From an optimization exercise on the open Yosys and OpenROAD flow, aimed at small area, a short achievable clock period and few clock cycles per item; shortcuts taken in it are not production practice. Only simulation tests tie the RTL to the original design; equivalence was not proved.

==> flow/config.mk <==
export PLATFORM = sky130hd
export DESIGN_NAME = radial_vignette_pixel_top
export DESIGN_NICKNAME = radial_vignette_pixel_top
export VERILOG_FILES = /design/flow/design.v
export SDC_FILE = /design/flow/constraint.sdc
export NUM_CORES = 4
export LEC_CHECK = 0
export CAP_MARGIN = 20
export CORE_MARGIN = 2
export CORE_UTILIZATION = 40
export SLEW_MARGIN = 20
==> flow/constraint.sdc <==
create_clock -name core_clock -period 10.0 [get_ports {clk}]
set_input_delay 2.0000 -clock core_clock [delete_from_list [all_inputs] [get_ports {clk}]]
set_output_delay 2.0000 -clock core_clock [all_outputs]
set_load 0.01 [all_outputs]
==> flow/design.v <==
`default_nettype none
package rvp_pkg;
	localparam int FRAC     = 16;
	localparam int DIM_W    = 13;
	localparam int CRD_W    = 12;
	localparam int ADX_W    = 13;
	localparam int SQ_W     = 26;
	localparam int NUM_W    = 27;
	localparam int DEN_W    = 26;
	localparam int RATIO_W  = 18;
	localparam int D_W      = 17;
	localparam int FX_W     = 17;
	localparam int CFG_W    = 17;
	localparam logic [DIM_W-1:0] MAX_DIM = 13'd4096;
	localparam logic [FX_W-1:0]  ONE_FX  = 17'h10000;
	typedef enum logic [1:0] {
		CFG_WIDTH    = 2'd0,
		CFG_HEIGHT   = 2'd1,
		CFG_RADIUS   = 2'd2,
		CFG_STRENGTH = 2'd3
	} cfg_idx_t;
	typedef struct packed {
		logic [7:0] blue;
		logic [7:0] green;
		logic [7:0] red;
	} rgb_t;
endpackage
`default_nettype wire
`default_nettype none
module rvp_div_pipe #(
	parameter int RW = 26,
	parameter int QW = 18,
	parameter int SW = 26
) (
	input  wire logic          clk,
	input  wire logic          arst_n,
	input  wire logic          en,
	input  wire logic          in_valid,
	input  wire logic [RW-1:0] rem0,
	input  wire logic [RW-1:0] dvs,
	input  wire logic [QW-1:0] feed,
	input  wire logic [SW-1:0] side_in,
	output logic               out_valid,
	output logic [QW-1:0]      quot,
	output logic [SW-1:0]      side_out
);
	localparam int NS = QW / 2;
	logic          vld_s  [NS];
	logic [RW-1:0] rem_s  [NS];
	logic [RW-1:0] dvs_s  [NS];
	logic [QW-1:0] feed_s [NS];
	logic [QW-1:0] quo_s  [NS];
	logic [SW-1:0] side_s [NS];
	for (genvar g = 0; g < NS; g++) begin : g_stage
		logic          v_in;
		logic [RW-1:0] r_in, d_in, r_nx;
		logic [QW-1:0] f_in, q_in, f_nx, q_nx;
		logic [SW-1:0] sd_in;
		logic [RW:0]   r_w;
		logic          qb;
		if (g == 0) begin : g_first
			assign v_in  = in_valid;
			assign r_in  = rem0;
			assign d_in  = dvs;
			assign f_in  = feed;
			assign q_in  = '0;
			assign sd_in = side_in;
		end else begin : g_next
			assign v_in  = vld_s[g-1];
			assign r_in  = rem_s[g-1];
			assign d_in  = dvs_s[g-1];
			assign f_in  = feed_s[g-1];
			assign q_in  = quo_s[g-1];
			assign sd_in = side_s[g-1];
		end
		always_comb begin
			r_nx = r_in;
			f_nx = f_in;
			q_nx = q_in;
			r_w  = '0;
			qb   = 1'b0;
			for (int k = 0; k < 2; k++) begin
				r_w = {r_nx, f_nx[QW-1]};
				qb  = (r_w >= {1'b0, d_in});
				if (qb) begin
					r_w = r_w - {1'b0, d_in};
				end
				r_nx = r_w[RW-1:0];
				q_nx = {q_nx[QW-2:0], qb};
				f_nx = {f_nx[QW-2:0], 1'b0};
			end
		end
		always_ff @(posedge clk or negedge arst_n) begin
			if (!arst_n) begin
				vld_s[g] <= 1'b0;
			end else if (en) begin
				vld_s[g] <= v_in;
			end
		end
		always_ff @(posedge clk) begin
			if (en) begin
				rem_s[g]  <= r_nx;
				dvs_s[g]  <= d_in;
				feed_s[g] <= f_nx;
				quo_s[g]  <= q_nx;
				side_s[g] <= sd_in;
			end
		end
	end
	assign out_valid = vld_s[NS-1];
	assign quot      = quo_s[NS-1];
	assign side_out  = side_s[NS-1];
endmodule
`default_nettype wire
`default_nettype none
import rvp_pkg::*;
module rvp_sqrt_pipe
#(
	parameter int SW = 25
) (
	input  wire logic               clk,
	input  wire logic               arst_n,
	input  wire logic               en,
	input  wire logic               in_valid,
	input  wire logic [RATIO_W-1:0] radicand,
	input  wire logic [SW-1:0]      side_in,
	output logic                    out_valid,
	output logic [D_W-1:0]          root,
	output logic [SW-1:0]           side_out
);
	localparam int VW = 2 * (D_W + 1);
	localparam int RT = D_W + 1;
	localparam int RW = RT + 2;
	localparam int NS = RT / 2;
	logic          vld_s  [NS];
	logic [RW-1:0] rem_s  [NS];
	logic [RT-1:0] rt_s   [NS];
	logic [VW-1:0] val_s  [NS];
	logic [SW-1:0] side_s [NS];
	for (genvar g = 0; g < NS; g++) begin : g_stage
		logic          v_in;
		logic [RW-1:0] r_in, r_nx;
		logic [RT-1:0] t_in, t_nx;
		logic [VW-1:0] x_in, x_nx;
		logic [SW-1:0] sd_in;
		logic [RW+1:0] rn, tr;
		logic          qb;
		if (g == 0) begin : g_first
			assign v_in  = in_valid;
			assign r_in  = '0;
			assign t_in  = '0;
			assign x_in  = {2'b00, radicand, {FRAC{1'b0}}};
			assign sd_in = side_in;
		end else begin : g_next
			assign v_in  = vld_s[g-1];
			assign r_in  = rem_s[g-1];
			assign t_in  = rt_s[g-1];
			assign x_in  = val_s[g-1];
			assign sd_in = side_s[g-1];
		end
		always_comb begin
			r_nx = r_in;
			t_nx = t_in;
			x_nx = x_in;
			rn   = '0;
			tr   = '0;
			qb   = 1'b0;
			for (int k = 0; k < 2; k++) begin
				rn = {r_nx, x_nx[VW-1:VW-2]};
				tr = {{(RW-RT){1'b0}}, t_nx, 2'b01};
				qb = (rn >= tr);
				if (qb) begin
					rn = rn - tr;
				end
				r_nx = rn[RW-1:0];
				t_nx = {t_nx[RT-2:0], qb};
				x_nx = {x_nx[VW-3:0], 2'b00};
			end
		end
		always_ff @(posedge clk or negedge arst_n) begin
			if (!arst_n) begin
				vld_s[g] <= 1'b0;
			end else if (en) begin
				vld_s[g] <= v_in;
			end
		end
		always_ff @(posedge clk) begin
			if (en) begin
				rem_s[g]  <= r_nx;
				rt_s[g]   <= t_nx;
				val_s[g]  <= x_nx;
				side_s[g] <= sd_in;
			end
		end
	end
	assign out_valid = vld_s[NS-1];
	assign root      = rt_s[NS-1][D_W-1:0];
	assign side_out  = side_s[NS-1];
endmodule
`default_nettype wire
`default_nettype none
import rvp_pkg::*;
module radial_vignette_pixel_top
(
	input  wire logic              clk,
	input  wire logic              arst_n,
	input  wire logic              s_tvalid,
	output logic                   s_tready,
	input  wire logic [47:0]       s_tdata,    
	output logic                   m_tvalid,
	input  wire logic              m_tready,
	output logic [23:0]            m_tdata,    
	input  wire logic              cfg_we,
	input  wire logic [1:0]        cfg_index,
	input  wire logic [CFG_W-1:0]  cfg_data
);
	logic [DIM_W-1:0] width_q, height_q;
	logic [FX_W-1:0]  radius_q, strength_q;
	always_ff @(posedge clk or negedge arst_n) begin
		if (!arst_n) begin
			width_q    <= 13'd640;
			height_q   <= 13'd480;
			radius_q   <= 17'd32768;
			strength_q <= 17'd32768;
		end else if (cfg_we) begin
			unique case (cfg_index)
				CFG_WIDTH:    width_q    <= cfg_data[DIM_W-1:0];
				CFG_HEIGHT:   height_q   <= cfg_data[DIM_W-1:0];
				CFG_RADIUS:   radius_q   <= cfg_data;
				CFG_STRENGTH: strength_q <= cfg_data;
				default: ;
			endcase
		end
	end
	logic [DIM_W-1:0] w_eff, h_eff;
	logic [FX_W-1:0]  str_eff;
	assign w_eff   = (width_q > MAX_DIM) ? MAX_DIM : width_q;
	assign h_eff   = (height_q > MAX_DIM) ? MAX_DIM : height_q;
	assign str_eff = (strength_q > ONE_FX) ? ONE_FX : strength_q;
	logic en;
	logic vld_s7;
	assign en       = !vld_s7 || m_tready;
	assign s_tready = en;
	logic [23:0]           rgb_in;
	logic [CRD_W-1:0] col_in, row_in;
	assign col_in = s_tdata[11:0];
	assign row_in = s_tdata[23:12];
	assign rgb_in = s_tdata[47:24];
	logic [13:0]      dxr, dyr, dxn, dyn;
	logic [ADX_W-1:0] adx, ady;
	assign dxr = {1'b0, col_in, 1'b0} - {1'b0, w_eff};
	assign dyr = {1'b0, row_in, 1'b0} - {1'b0, h_eff};
	assign dxn = 14'd0 - dxr;
	assign dyn = 14'd0 - dyr;
	assign adx = dxr[13] ? dxn[ADX_W-1:0] : dxr[ADX_W-1:0];
	assign ady = dyr[13] ? dyn[ADX_W-1:0] : dyr[ADX_W-1:0];
	logic             vld_s1, vld_s2, vld_s3;
	logic [ADX_W-1:0] adx_s1, ady_s1;
	logic [23:0]           rgb_s1, rgb_s2, rgb_s3;
	logic [SQ_W-1:0]  adx2_s2, ady2_s2, w2_s2, h2_s2;
	logic [NUM_W-1:0] num_s3;
	logic [DEN_W-1:0] den_s3;
	logic             sat_s3, byp_s3;
	logic [NUM_W-1:0] num_c;
	logic [DEN_W-1:0] den_c;
	assign num_c = {1'b0, adx2_s2} + {1'b0, ady2_s2};
	assign den_c = w2_s2 + h2_s2;
	always_ff @(posedge clk or negedge arst_n) begin
		if (!arst_n) begin
			vld_s1 <= 1'b0;
			vld_s2 <= 1'b0;
			vld_s3 <= 1'b0;
		end else if (en) begin
			vld_s1 <= s_tvalid;
			vld_s2 <= vld_s1;
			vld_s3 <= vld_s2;
		end
	end
	always_ff @(posedge clk) begin
		if (en) begin
			adx_s1  <= adx;
			ady_s1  <= ady;
			rgb_s1  <= rgb_in;
			adx2_s2 <= SQ_W'(adx_s1) * SQ_W'(adx_s1);
			ady2_s2 <= SQ_W'(ady_s1) * SQ_W'(ady_s1);
			w2_s2   <= SQ_W'(w_eff) * SQ_W'(w_eff);
			h2_s2   <= SQ_W'(h_eff) * SQ_W'(h_eff);
			rgb_s2  <= rgb_s1;
			num_s3  <= num_c;
			den_s3  <= den_c;
			sat_s3  <= ({1'b0, num_c} >= {den_c, 2'b00});
			byp_s3  <= (den_c == '0) || (radius_q >= ONE_FX);
			rgb_s3  <= rgb_s2;
		end
	end
	logic               vld_q1;
	logic [RATIO_W-1:0] quo1;
	logic [25:0]        side1;
	rvp_div_pipe #(.RW(DEN_W), .QW(RATIO_W), .SW(26)) u_ratio_div (
		.clk      (clk),
		.arst_n   (arst_n),
		.en       (en),
		.in_valid (vld_s3),
		.rem0     ({1'b0, num_s3[NUM_W-1:2]}),
		.dvs      (den_s3),
		.feed     ({num_s3[1:0], {FRAC{1'b0}}}),
		.side_in  ({sat_s3, byp_s3, rgb_s3}),
		.out_valid(vld_q1),
		.quot     (quo1),
		.side_out (side1)
	);
	logic [RATIO_W-1:0] ratio;
	assign ratio = side1[25] ? {RATIO_W{1'b1}} : quo1;
	logic           vld_r;
	logic [D_W-1:0] dnorm;
	logic [24:0]    side2;
	rvp_sqrt_pipe #(.SW(25)) u_sqrt (
		.clk      (clk),
		.arst_n   (arst_n),
		.en       (en),
		.in_valid (vld_q1),
		.radicand (ratio),
		.side_in  (side1[24:0]),
		.out_valid(vld_r),
		.root     (dnorm),
		.side_out (side2)
	);
	logic           vld_s4, act_s4, tsat_s4;
	logic [D_W-1:0] dif_s4;
	logic [23:0]         rgb_s4;
	always_ff @(posedge clk or negedge arst_n) begin
		if (!arst_n) begin
			vld_s4 <= 1'b0;
		end else if (en) begin
			vld_s4 <= vld_r;
		end
	end
	always_ff @(posedge clk) begin
		if (en) begin
			dif_s4  <= dnorm - radius_q;
			act_s4  <= !side2[24] && (dnorm > radius_q);
			tsat_s4 <= (dnorm >= ONE_FX);
			rgb_s4  <= side2[23:0];
		end
	end
	logic            vld_q2;
	logic [FRAC-1:0] quo2;
	logic [25:0]     side3;
	rvp_div_pipe #(.RW(FX_W), .QW(FRAC), .SW(26)) u_fall_div (
		.clk      (clk),
		.arst_n   (arst_n),
		.en       (en),
		.in_valid (vld_s4),
		.rem0     (dif_s4),
		.dvs      (ONE_FX - radius_q),
		.feed     ({FRAC{1'b0}}),
		.side_in  ({tsat_s4, act_s4, rgb_s4}),
		.out_valid(vld_q2),
		.quot     (quo2),
		.side_out (side3)
	);
	logic [FX_W-1:0] tval;
	assign tval = side3[25] ? ONE_FX : {1'b0, quo2};
	logic              vld_s5, vld_s6, act_s5;
	logic [FX_W-1:0]   t2_s5, f_s6;
	logic [23:0]            rgb_s5, rgb_s6, rgb_s7;
	logic [2*FX_W-1:0] tt_c, st_c;
	logic [24:0]       pr_c, pg_c, pb_c;
	assign tt_c = (2*FX_W)'(tval) * (2*FX_W)'(tval);
	assign st_c = (2*FX_W)'(str_eff) * (2*FX_W)'(t2_s5);
	assign pr_c = 25'(rgb_s6[7:0])   * 25'(f_s6);
	assign pg_c = 25'(rgb_s6[15:8]) * 25'(f_s6);
	assign pb_c = 25'(rgb_s6[23:16])  * 25'(f_s6);
	always_ff @(posedge clk or negedge arst_n) begin
		if (!arst_n) begin
			vld_s5 <= 1'b0;
			vld_s6 <= 1'b0;
			vld_s7 <= 1'b0;
		end else if (en) begin
			vld_s5 <= vld_q2;
			vld_s6 <= vld_s5;
			vld_s7 <= vld_s6;
		end
	end
	always_ff @(posedge clk) begin
		if (en) begin
			t2_s5  <= tt_c[FRAC+FX_W-1:FRAC];
			act_s5 <= side3[24];
			rgb_s5 <= side3[23:0];
			f_s6   <= act_s5 ? (ONE_FX - st_c[FRAC+FX_W-1:FRAC]) : ONE_FX;
			rgb_s6 <= rgb_s5;
			rgb_s7[7:0]   <= (pr_c[24:16] > 9'd255) ? 8'hFF : pr_c[23:16];
			rgb_s7[15:8] <= (pg_c[24:16] > 9'd255) ? 8'hFF : pg_c[23:16];
			rgb_s7[23:16]  <= (pb_c[24:16] > 9'd255) ? 8'hFF : pb_c[23:16];
		end
	end
	assign m_tvalid = vld_s7;
	assign m_tdata  = rgb_s7;
endmodule
`default_nettype wire
==> flow/run.sh <==
#!/bin/bash
# synth_recipe.tcl (not shown) runs the flow's synth.tcl, then flattens the netlist and writes it again
# the make line also repeats each setting of config.mk as NAME=value (left out here)
make -C /OpenROAD-flow-scripts/flow DESIGN_CONFIG=/design/flow/config.mk WORK_HOME=/design/flow/orfs CLKGATE_MAP_FILE= SYNTH_SCRIPT=/design/flow/synth_recipe.tcl finish
==> results.txt <==
worst max-delay path: cells and delay by family, from the launching register on:
kind                       cells  cell delay (ps)
AOI/OAI and AO/OA              8             2000
xor gates and xnor gates       2              260
adders and majority gates      8             3600
buffers and inverters          5              590
DFF                            1              380
muxes                          1              290
and+or+nand+nor                9             1970
routing by layer:
layer	vias up	track usage [%]	wire length [microns]
met5	-	0	0
met4	0	4.29	9130
li1	54600	-	-
met1	54200	24.1	176000
met2	1849	29.8	180000
met3	495	2.14	14800
synthesized netlist by cell type (18+ instances only):
master and number:
edfxtp_1 2145, inv_1 2060, ha_1 1585, nand2_1 1206
fa_1 1091, a21oi_1 848, nor2_1 777, xnor2_1 687
o21ai_0 642, and2_1 625, mux2_2 414, a21o_1 382
xor2_1 312, clkbuf_1 302, nor3_1 252, nor2b_1 217
nand3_1 209, nand2b_1 147, nand4_1 142, o21a_1 137
o21bai_1 124, or3_1 91, dfrtp_1 85, a31oi_1 83
and3_1 83, o31ai_1 72, a211oi_1 67, or2_2 66
nor4_1 60, a21boi_0 41, o211ai_1 36, mux2i_1 33
o31a_1 33, a31o_2 27, a211o_1 26, o41ai_1 26
a22oi_1 24, or4_1 24, a2111oi_0 22, and4_1 22
nand3b_1 22, buf_1 21, a41oi_1 18, nand4b_1 18
layout by cell type (no fill, tap or decap), drive strengths merged, types with 312 or more instances in the layout:
| cell | n |
|---|---|
| edfxtp | 2145 |
| inv | 2078 |
| ha | 1585 |
| nand2 | 1206 |
| fa | 1091 |
| a21oi | 848 |
| nor2 | 777 |
| xnor2 | 687 |
| o21ai | 659 |
| and2 | 626 |
| mux2 | 448 |
| a21o | 382 |
| clkbuf | 315 |
| xor2 | 312 |
cells by family (layout without fill, tap and decap cells):
family	Yosys count	count (layout)	synth area share, %
other	2	61	0.00443
adders and majority gates	2676	2676	24.6
DFF	2238	2238	39.4
and+or+nand+nor	4017	4017	11.8
AOI/OAI and AO/OA	2810	2810	10.5
xor gates and xnor gates	999	999	5.16
muxes	481	481	3.21
buffers and inverters	2411	2756	5.38
path summary, 6_finish.rpt:
path	startpoint	endpoint	slack, ps	cells after the start
worst max-delay path	strength_q[0]	f_s6[14]	640	33
worst min-delay path	u_ratio_div.side_s[7][17]	u_ratio_div.side_s[8][17]	380	0
worst max register to register	strength_q[0]	f_s6[14]	640	33
worst min register to register	u_ratio_div.side_s[7][17]	u_ratio_div.side_s[8][17]	380	0
max in group asynchronous	arst_n	strength_q[10]	7600	2
min in group asynchronous	arst_n	height_q[0]	1070	1
sequential cells by signal (all words and copies together) (netlist names), 119 cells and up:
signal and flops:
u_fall_div.side_s 208, u_fall_div.rem_s 119, u_sqrt.rem_s 140, u_sqrt.side_s 225, u_ratio_div.dvs_s 208, u_fall_div.dvs_s 119, u_ratio_div.rem_s 208, u_ratio_div.side_s 234
cell type report:
cell class / count / area [sq um] / share of cell area (%)
Timing Repair Buffer: 209 / 1900 / 1.02
Antenna cell: 2 / 5.00 / 0.00269
Multi-Input combinational cell: 11000 / 93800 / 50.4
Clock inverter: 166 / 1900 / 1.02
Tap cell: 5640 / 7060 / 3.79
Clock buffer: 315 / 6950 / 3.73
Inverter: 2066 / 7760 / 4.17
Sequential cell: 2238 / 66700 / 35.9
metrics by stage:
step	hold slack, ps	instance area, sq um	setup slack (ps)	util (%)
after global routing	377	186000	17.9	44.2
after global placement	400	177000	439	42.1
after floorplan	400	170000	-25190	-
after CTS	375	186000	370	44.2
after detailed placement	405	177000	393	42.1
final	381	186000	638	44.2
==> impl_metrics.toml <==
[place]
place_congestion = 0.879
io_buffers = 97
dp.cells = 21200
hpwl_microns = 293000

[setup_path]
end_kind = "register"
crit_type = "reg -> reg"
critPathRequiredTime_ps = 10690
cp-start-kind = "register"
critPathSlowestCell = "fa_1"
crit_arrival_ps = 10050
critPathMaxStageDelay_ps = 590
critPathMaxFanout = 17
critPathMostFrequentCell = "fa_1"

[detailed_routing]
drtPass1Iterations = 5
via_per_inst = 5.13
vias = 111000
dr.first_iter.drc_count = 6945
postRouteAntennaNets = 0
post_drt_wl_per_cell_microns = 17.6
drc = 0
routed_wl_microns = 380000

[global_route]
grt_pass1_wl_microns = 610000
globalRouteTotalUtil_pct = 17.7
overflow = 0
grt_antenna_before_repair = 13
grt_pass1_vias = 112000
grt_max_degree = 180

[floorplanning]
core-area_sq_mm = 0.421
die_w_microns = 655
die_height_microns = 655
rows = 238
start_util_pct = 40.2
io_pins = 98
die_area_sq_mm = 0.429

[cts]
cts.clk_slew.worst_paths_ps = 60
cts_resized = 0
cts_sinks = 2238
hold_buffers = 0
cts_buffers = 267
clock_latency_ps = 930
postCtsSetupRepairBufs = 0
cts_tree = "yes"
cts-root-buf = "clkbuf_16"
clockBufferDepth = 4
htree_levels = 5

[sta]
worstMarginPinSlew_ps = 1130
drv_slew = 0
period_share_pct = 93.6
final-hold-violation-count = 0
slew_headroom_pct = 24.9
setup_tns_ps = 0
fmax_ghz = 0.107
fin_skew_ps = 46.5
grt_setup_unrepaired = "false"
min_period_ps = 9360
setup_violations = 0

[synthesis]
syn_inst = 15600
yosys.area.top_type = "edfxtp_1"
synth_seq_cells = 2238
synth-main-ff-cell = "edfxtp_1"
yosys.cell_types.count = 102
ys_seq_area_share_pct = 39.4
synth_area_per_cell_sq_um = 10.8
syn_area_sq_mm = 0.169
yosys-top-cells-area = "edfxtp_1 (38%), fa_1 (13%), ha_1 (12%)"
yosys_warnings = 21
synthArstFlopShare_pct = 4.16
synth-edff-count = 2145
synth_top_area_share_pct = 38.0

[cells_and_area]
area_delta_synth_final_pct = 9.88
final_cells = 21700
nFillCells = 39700
drive_above_1_share_pct = 6.80
finalNetCount = 18600

[outcome]
outcome = "no timing/DRC/antenna violations"

[hold_path]
hp-class = "reg -> reg"

[job]
drv_cap = 0
Testbench counts, summed over its fixed seeds: cycles 17,440, items 16,384.

## port drivers added, routing unchanged
The flow's constraints put no driver on any port. The routed layout listed below was extracted and timed again, unchanged, in two steps.
Step 1: set_driving_cell puts a clkbuf_16 on clk and a buf_2 on each other input, an assumption about the parent block.
Step 2 adds t to the input delays and takes it off the output delays; t is the mean of the earliest and latest rising clock arrival at the registers after step 1. Input paths then give back, and output paths get back, about the clock's delay inside the block.
Three values: ideal, step 1, step 2; two values: the first two.
shift t [ns]: 1.031
slack for setup (ns): 0.638 / 0.638 / 0.638
worst setup path at the end: register to register
clock arrival spread, ns: 0.064 / 0.064
pins driven straight from the clock port: 1
After both steps this run still meets setup and hold. The setup slack of this run moves by 0.000 ns with the drivers and by 0.000 ns with both steps.
